From an optimization exercise on the open Yosys and OpenROAD flow, aimed at small area, a short achievable clock period and few clock cycles per item; shortcuts taken in it are not production practice.
Function was checked by simulation only, so behaviour that the tests miss may differ from the original.

### flow/config.mk
export PLATFORM = sky130hd
export DESIGN_NAME = tcp_rto_estimator_core
export DESIGN_NICKNAME = tcp_rto_estimator_core
export VERILOG_FILES = /design/flow/design.v
export SDC_FILE = /design/flow/constraint.sdc
export NUM_CORES = 4
export LEC_CHECK = 0
export CAP_MARGIN = 20
export CORE_MARGIN = 2
export CORE_UTILIZATION = 40
export SLEW_MARGIN = 20
### flow/constraint.sdc
create_clock -name core_clock -period 16.0 [get_ports {clk}]
set_input_delay 3.2000 -clock core_clock [delete_from_list [all_inputs] [get_ports {clk}]]
set_output_delay 3.2000 -clock core_clock [all_outputs]
set_load 0.01 [all_outputs]
### flow/design.v
package tcprto_pkg;
  localparam int PRIM_W   = 25;
  localparam int FALL_W   = 24;
  localparam int TICK_W   = 24;
  localparam int STATE_W  = 32;
  localparam int SHIFT_W  = 3;
  localparam int IN_DATA_W  = 56;
  localparam int OUT_DATA_W = 88;
  localparam int CFG_IDX_W  = 2;
  localparam int CFG_DATA_W = 24;
  typedef enum logic [CFG_IDX_W-1:0] {
    REG_ALPHA_SHIFT = 2'd0,
    REG_BETA_SHIFT  = 2'd1,
    REG_CLOCK_GRAN  = 2'd2,
    REG_RTO_LIMIT   = 2'd3
  } cfg_reg_t;
  localparam logic [SHIFT_W-1:0] ALPHA_SHIFT_RST = 3'd3;
  localparam logic [SHIFT_W-1:0] BETA_SHIFT_RST  = 3'd2;
  localparam logic [TICK_W-1:0]  CLOCK_GRAN_RST  = 24'd1;
  localparam logic [TICK_W-1:0]  RTO_LIMIT_RST   = 24'd60;
  localparam int STATE_INIT_TICKS = 3;
endpackage
module tcp_rto_estimator_core #(
  parameter int TIME_BITS = 24,
  parameter int FRAC_BITS = 8
) (
  input  logic                                   clk,
  input  logic                                   rst_n,
  input  logic                                   in_tvalid,
  output logic                                   in_tready,
  input  logic [tcprto_pkg::IN_DATA_W-1:0]       in_tdata,
  output logic                                   out_tvalid,
  input  logic                                   out_tready,
  output logic [tcprto_pkg::OUT_DATA_W-1:0]      out_tdata,
  input  logic                                   cfg_valid,
  output logic                                   cfg_ready,
  input  logic [tcprto_pkg::CFG_IDX_W-1:0]       cfg_index,
  input  logic [tcprto_pkg::CFG_DATA_W-1:0]      cfg_data
);
  localparam int TW = tcprto_pkg::TICK_W;
  localparam int SW = tcprto_pkg::STATE_W;
  localparam int MW = (TW + FRAC_BITS > SW) ? TW + FRAC_BITS : SW + 1;
  localparam int RW = ((TW + FRAC_BITS > SW + 2) ? TW + FRAC_BITS : SW + 2) + 2;
  localparam logic [32:0]   TIME_MAX   = (33'(1) << TIME_BITS) - 33'(1);
  localparam logic [MW-1:0] SAT_M      = MW'(33'h0_FFFF_FFFF);
  localparam logic [RW-1:0] ROUND_UP   = RW'((64'(1) << FRAC_BITS) - 64'(1));
  localparam logic [SW-1:0] STATE_INIT =
    SW'(tcprto_pkg::STATE_INIT_TICKS) << FRAC_BITS;
  function automatic logic [SW-1:0] ewma(input logic [SW-1:0] cur,
                                         input logic [SW-1:0] target,
                                         input logic [tcprto_pkg::SHIFT_W-1:0] sh);
    logic [SW-1:0] diff;
    begin
      if (target >= cur) begin
        diff = (target - cur) >> sh;
        ewma = cur + diff;
      end else begin
        diff = (cur - target) >> sh;
        ewma = cur - diff;
      end
    end
  endfunction
  logic [tcprto_pkg::SHIFT_W-1:0] alpha_r;
  logic [tcprto_pkg::SHIFT_W-1:0] beta_r;
  logic [TW-1:0]                  gran_r;
  logic [TW-1:0]                  limit_r;
  assign cfg_ready = 1'b1;
  always_ff @(posedge clk) begin
    if (!rst_n) begin
      alpha_r <= tcprto_pkg::ALPHA_SHIFT_RST;
      beta_r  <= tcprto_pkg::BETA_SHIFT_RST;
      gran_r  <= tcprto_pkg::CLOCK_GRAN_RST;
      limit_r <= tcprto_pkg::RTO_LIMIT_RST;
    end else if (cfg_valid && cfg_ready) begin
      unique case (cfg_index)
        tcprto_pkg::REG_ALPHA_SHIFT: alpha_r <= cfg_data[tcprto_pkg::SHIFT_W-1:0];
        tcprto_pkg::REG_BETA_SHIFT:  beta_r  <= cfg_data[tcprto_pkg::SHIFT_W-1:0];
        tcprto_pkg::REG_CLOCK_GRAN:  gran_r  <= cfg_data[TW-1:0];
        tcprto_pkg::REG_RTO_LIMIT:   limit_r <= cfg_data[TW-1:0];
        default: ;
      endcase
    end
  end
  logic in_v_r, mid_v_r, out_v_r;
  logic out_en, mid_en, in_en;
  assign out_en    = !out_v_r || out_tready;
  assign mid_en    = !mid_v_r || out_en;
  assign in_en     = !in_v_r  || mid_en;
  assign in_tready = in_en;
  always_ff @(posedge clk) begin
    if (!rst_n) begin
      in_v_r  <= 1'b0;
      mid_v_r <= 1'b0;
      out_v_r <= 1'b0;
    end else begin
      if (in_en)  in_v_r  <= in_tvalid;
      if (mid_en) mid_v_r <= in_v_r;
      if (out_en) out_v_r <= mid_v_r;
    end
  end
  logic [tcprto_pkg::PRIM_W-1:0] prim_r;
  logic [tcprto_pkg::FALL_W-1:0] fall_r;
  always_ff @(posedge clk) begin
    if (in_en && in_tvalid) begin
      prim_r <= in_tdata[tcprto_pkg::PRIM_W-1:0];
      fall_r <= in_tdata[tcprto_pkg::PRIM_W +: tcprto_pkg::FALL_W];
    end
  end
  logic [TW-1:0] ticks_sel;
  logic [TW-1:0] ticks_c;
  logic [MW-1:0] m_wide;
  logic [SW-1:0] m_c;
  logic [SW-1:0] srtt_nxt;
  logic [SW-1:0] dev_c;
  logic [SW-1:0] rttvar_nxt;
  logic [SW-1:0] srtt_r;
  logic [SW-1:0] rttvar_r;
  always_comb begin
    ticks_sel = prim_r[tcprto_pkg::PRIM_W-1] ? fall_r : prim_r[TW-1:0];
    ticks_c   = (33'(ticks_sel) > TIME_MAX) ? TIME_MAX[TW-1:0] : ticks_sel;
    m_wide    = MW'(ticks_c) << FRAC_BITS;
    m_c       = (m_wide > SAT_M) ? '1 : m_wide[SW-1:0];
    srtt_nxt  = ewma(srtt_r, m_c, alpha_r);
    dev_c      = (srtt_nxt >= m_c) ? srtt_nxt - m_c : m_c - srtt_nxt;
    rttvar_nxt = ewma(rttvar_r, dev_c, beta_r);
  end
  always_ff @(posedge clk) begin
    if (!rst_n) begin
      srtt_r   <= STATE_INIT;
      rttvar_r <= STATE_INIT;
    end else if (mid_en && in_v_r) begin
      srtt_r   <= srtt_nxt;
      rttvar_r <= rttvar_nxt;
    end
  end
  logic [RW-1:0] gran_fx;
  logic [RW-1:0] four_var;
  logic [RW-1:0] rto_sum;
  logic [RW-1:0] rto_ticks;
  logic [TW-1:0] rto_nxt;
  logic [TW-1:0] rto_r;
  logic [SW-1:0] srtt_out_r;
  logic [SW-1:0] rttvar_out_r;
  always_comb begin
    gran_fx   = RW'(gran_r) << FRAC_BITS;
    four_var  = RW'(rttvar_r) << 2;
    rto_sum   = RW'(srtt_r) + ((gran_fx > four_var) ? gran_fx : four_var);
    rto_ticks = (rto_sum + ROUND_UP) >> FRAC_BITS;
    rto_nxt   = (rto_ticks > RW'(limit_r)) ? limit_r : rto_ticks[TW-1:0];
  end
  always_ff @(posedge clk) begin
    if (out_en && mid_v_r) begin
      rto_r        <= rto_nxt;
      srtt_out_r   <= srtt_r;
      rttvar_out_r <= rttvar_r;
    end
  end
  assign out_tvalid = out_v_r;
  assign out_tdata  = {rttvar_out_r, srtt_out_r, rto_r};
endmodule
### flow/run.sh
#!/bin/bash
# synth_recipe.tcl (not shown) runs the flow's synth.tcl, then flattens the netlist and writes it again
# the make line also repeats each setting of config.mk as NAME=value (left out here)
make -C /OpenROAD-flow-scripts/flow DESIGN_CONFIG=/design/flow/config.mk WORK_HOME=/design/flow/orfs CLKGATE_MAP_FILE= SYNTH_SCRIPT=/design/flow/synth_recipe.tcl finish
==> run summary <==
[per-layer routing]
metal	global-route usage	routed length [um]	part of all wire
met2	0.4374	50850	0.45
met5	0	13	0.00011
met3	0.03402	7340	0.065
met1	0.3748	51740	0.46
met4	0.07814	3551	0.031
[logic make-up after synthesis]
| kind of cell | share of synthesized area |
|---|---|
| other | 0.0001176 |
| buffers and inverters | 0.05647 |
| adder cells (fa/ha/maj) | 0.1372 |
| multiplexers | 0.08131 |
| AND/OR/NAND/NOR | 0.1953 |
| AO/OA/AOI/OAI | 0.2628 |
| flip-flops | 0.2050 |
| XOR/XNOR | 0.06181 |
[how the worst min path moves through the flow]
stage / to / cells after the start / slack [ps]
2_1_floorplan: srtt_out_r[2]$_DFFE_PP_ / 0 / 430
3_5_place_dp: limit_r[23]$_SDFFE_PN0P_ / 2 / 460
5_1_grt: limit_r[21]$_SDFFE_PN0P_ / 2 / 500
6_report: limit_r[23]$_SDFFE_PN0P_ / 2 / 470
4_1_cts: limit_r[23]$_SDFFE_PN0P_ / 2 / 470
3_3_place_gp: limit_r[23]$_SDFFE_PN0P_ / 2 / 450
[cell usage after synthesis, types with 78 or more instances]
cell and count:
edfxtp_1 137, inv_1 240, ha_1 340, mux2i_1 142, xnor2_1 131, dfxtp_1 121, a21boi_0 78, a21oi_1 308
o21ai_0 229, xor2_1 94, a21o_1 149, nor3_1 81, nand2_1 443, nand3_1 109, clkbuf_1 160, nor2_1 276
[timing repair]
| item | in CTS | in global routing |
|---|---|---|
| endpoints found under the setup margin | 0 | 15 |
| buffers inserted | 0 | 8 |
| gates resized for setup | 0 | 106 |
[metrics by stage]
stage	hold slack [ps]	setup TNS [ps]
final	465.9	0
after global routing	499.2	-37.47
after CTS	467.2	0
after detailed placement	459.4	0
after global placement	454.6	0
after floorplan	434.8	0
[flip-flops by register name, indices dropped and copies added (netlist names), 3 cells and up]
register      count
rttvar_out_r     32
rttvar_r         32
rto_r            24
limit_r          24
srtt_out_r       32
alpha_r           3
srtt_r           32
beta_r            3
gran_r           24
prim_r           25
fall_r           24
[worst max-delay path, delay by kind of cell, from the launching register on]
family	cells	cell delay [ps]
flip-flops	1	450
buffers and inverters	8	1360
AND/OR/NAND/NOR	10	1870
XOR/XNOR	2	460
multiplexers	3	920
AO/OA/AOI/OAI	42	8430
adder cells (fa/ha/maj)	5	1580
[final cells by class]
cell class	count	area (um2)	share of cell area
tap	1050	1314	0.03468
antenna	1	2.502	0.00006606
clock buffer	42	890.9	0.02352
clock inverter	20	236.5	0.006243
sequential	258	6544	0.1728
multi-input combinational	3347	24020	0.6341
timing repair buffer	460	3964	0.1046
inverter	242	908.4	0.02398
==> results.yml <==
status:
  status: "no timing/DRC/antenna violations"
sta:
  setup_viol: 0
  hold_violations: 0
  worst_slew_pin_slew_ps: 944.3
  min_period_over_period: 0.9466
  slew_headroom: 0.3704
  maxSlewViolCount: 0
  layout_setup_ws_ps: 854.1
  fmax_ghz: 0.06602
  finClkSkew_ps: 35.19
  min_period_ps: 15150
placement:
  dp_hpwl_um: 89910
  gp_congestion: 0.9699
  dp.cells: 5346
  post_dp_cell_area_um2: 36220
  port_buffers: 169
  pre_cts_ws_ps: 340.2
grt:
  grt_max_degree: 87
  grt_pass1_vias: 29530
  grt.overflow.total: 0
  grt_pass1_wl_um: 173400
  track_usage: 0.2699
  antenna_found_initial: 9
cts:
  postCtsHoldBufs: 0
  clk_latency_ps: 570
  clock_path_buffers: 3
  cts_sinks: 258
  numCtsBuffers: 34
  htreeDepth: 2
  cts_tree: "built"
  cts.clk_slew.worst_paths_ps: 60
  root_buffer: "clkbuf_16"
detailed_routing:
  dr_total_vias: 31460
  vias_per_cell: 5.804
  ant_nets: 0
  drt_iter0_drc: 2862
  drt_pre_antenna_iters: 6
  drt-wirelength-per-cell_um: 20.94
  drc: 0
  totalWireLength_um: 113500
job:
  max-cap-violations: 0
logic_synthesis:
  syn-mean-instance-area_um2: 7.834
  yosys.area.top_type_share: 0.1334
  synth_seq_area_share: 0.2050
  synth_cell_types: 102
  ys_seq_elements: 258
  synth.area.top_cells: "ha_1 13%, edfxtp_1 13%, dfxtp_1 7.6%, nand2_1 5.2%, a21oi_1 4.8%"
  synth-main-ff-cell: "edfxtp_1"
  synthCells: 4070
  synth-edff-count: 137
  async_reset_ff_frac: 0
  syn_nets: 4503
  yosys_warnings: 1
  syn_area_um2: 31880
  synth_top_cell_by_area: "ha_1"
layout:
  final_area_um2: 37880
  final_cells: 5420
  layout_common_cells: "442 x nand2_1, 327 x ha_1, 296 x a21oi_1"
  drive_gt1_frac: 0.1346
  area_delta_synth_final_pct: 18.80
  nNetsFinal: 4776
  final_util: 0.4795
  fill_cells: 7892
  layout_commonest_cell: "nand2_1"
critical_path:
  endpoint_kind: "register"
  ff2ff_path_depth: 70
  path_class: "register to register"
  crit_start: "prim_r[24]$_DFFE_PP_"
  cp_max_fo: 12
  r2r_setup_slack_ps: 850
  endpoint: "rttvar_r[31]$_SDFFE_PN0P_"
  reg2reg_from: "prim_r[24]$_DFFE_PP_"
  start_kind: "register"
  crit_arrival_ps: 15640
  crit_path_top_delay_cell: "or4b_1"
  cpPeakStageDelay_ps: 510
  path_common_cell: "o21ai_0"
  r2r-end: "rttvar_r[31]$_SDFFE_PN0P_"
  required_ps: 16490
min_path:
  hp-start: "limit_r[23]$_SDFFE_PN0P_"
  hold_path.class: "register to register"
floorplanning:
  pin_count: 178
  start_util: 0.4036
  die_h_um: 286.3
  die_w_um: 286.3
  coreArea_um2: 79000
  die_area_um2: 81980
  row_count: 103
Testbench counts, summed over its fixed seeds: cycles 24,024, items 24,000.

==> static timing again, ports no longer ideal <==
The results above use ideal ports. As a check the final layout listed here was re-extracted and re-timed, cells and wires unchanged. Step 1 sets driving cells, clkbuf_16 on the clock port and buf_2 on the other inputs (assumed; they add their load-dependent delay and slew). Step 2 moves the port delays by t, midway between the first and last clock arrival at a register: inputs arrive t later, outputs are due t later. That takes back most of the time a late clock gives input paths. a / b / c = no drivers / after step 1 / after step 2; a / b = the first two.
t (ns): 0.621
setup WS [ns]: 0.854 / 0.854 / 0.854
latest minus earliest clock arrival (ns): 0.035 / 0.035
pins driven straight from the clock port: 1
After both steps this run still meets setup and hold. For this run, drivers alone change the setup slack by 0.000 ns; drivers and shift together by 0.000 ns.
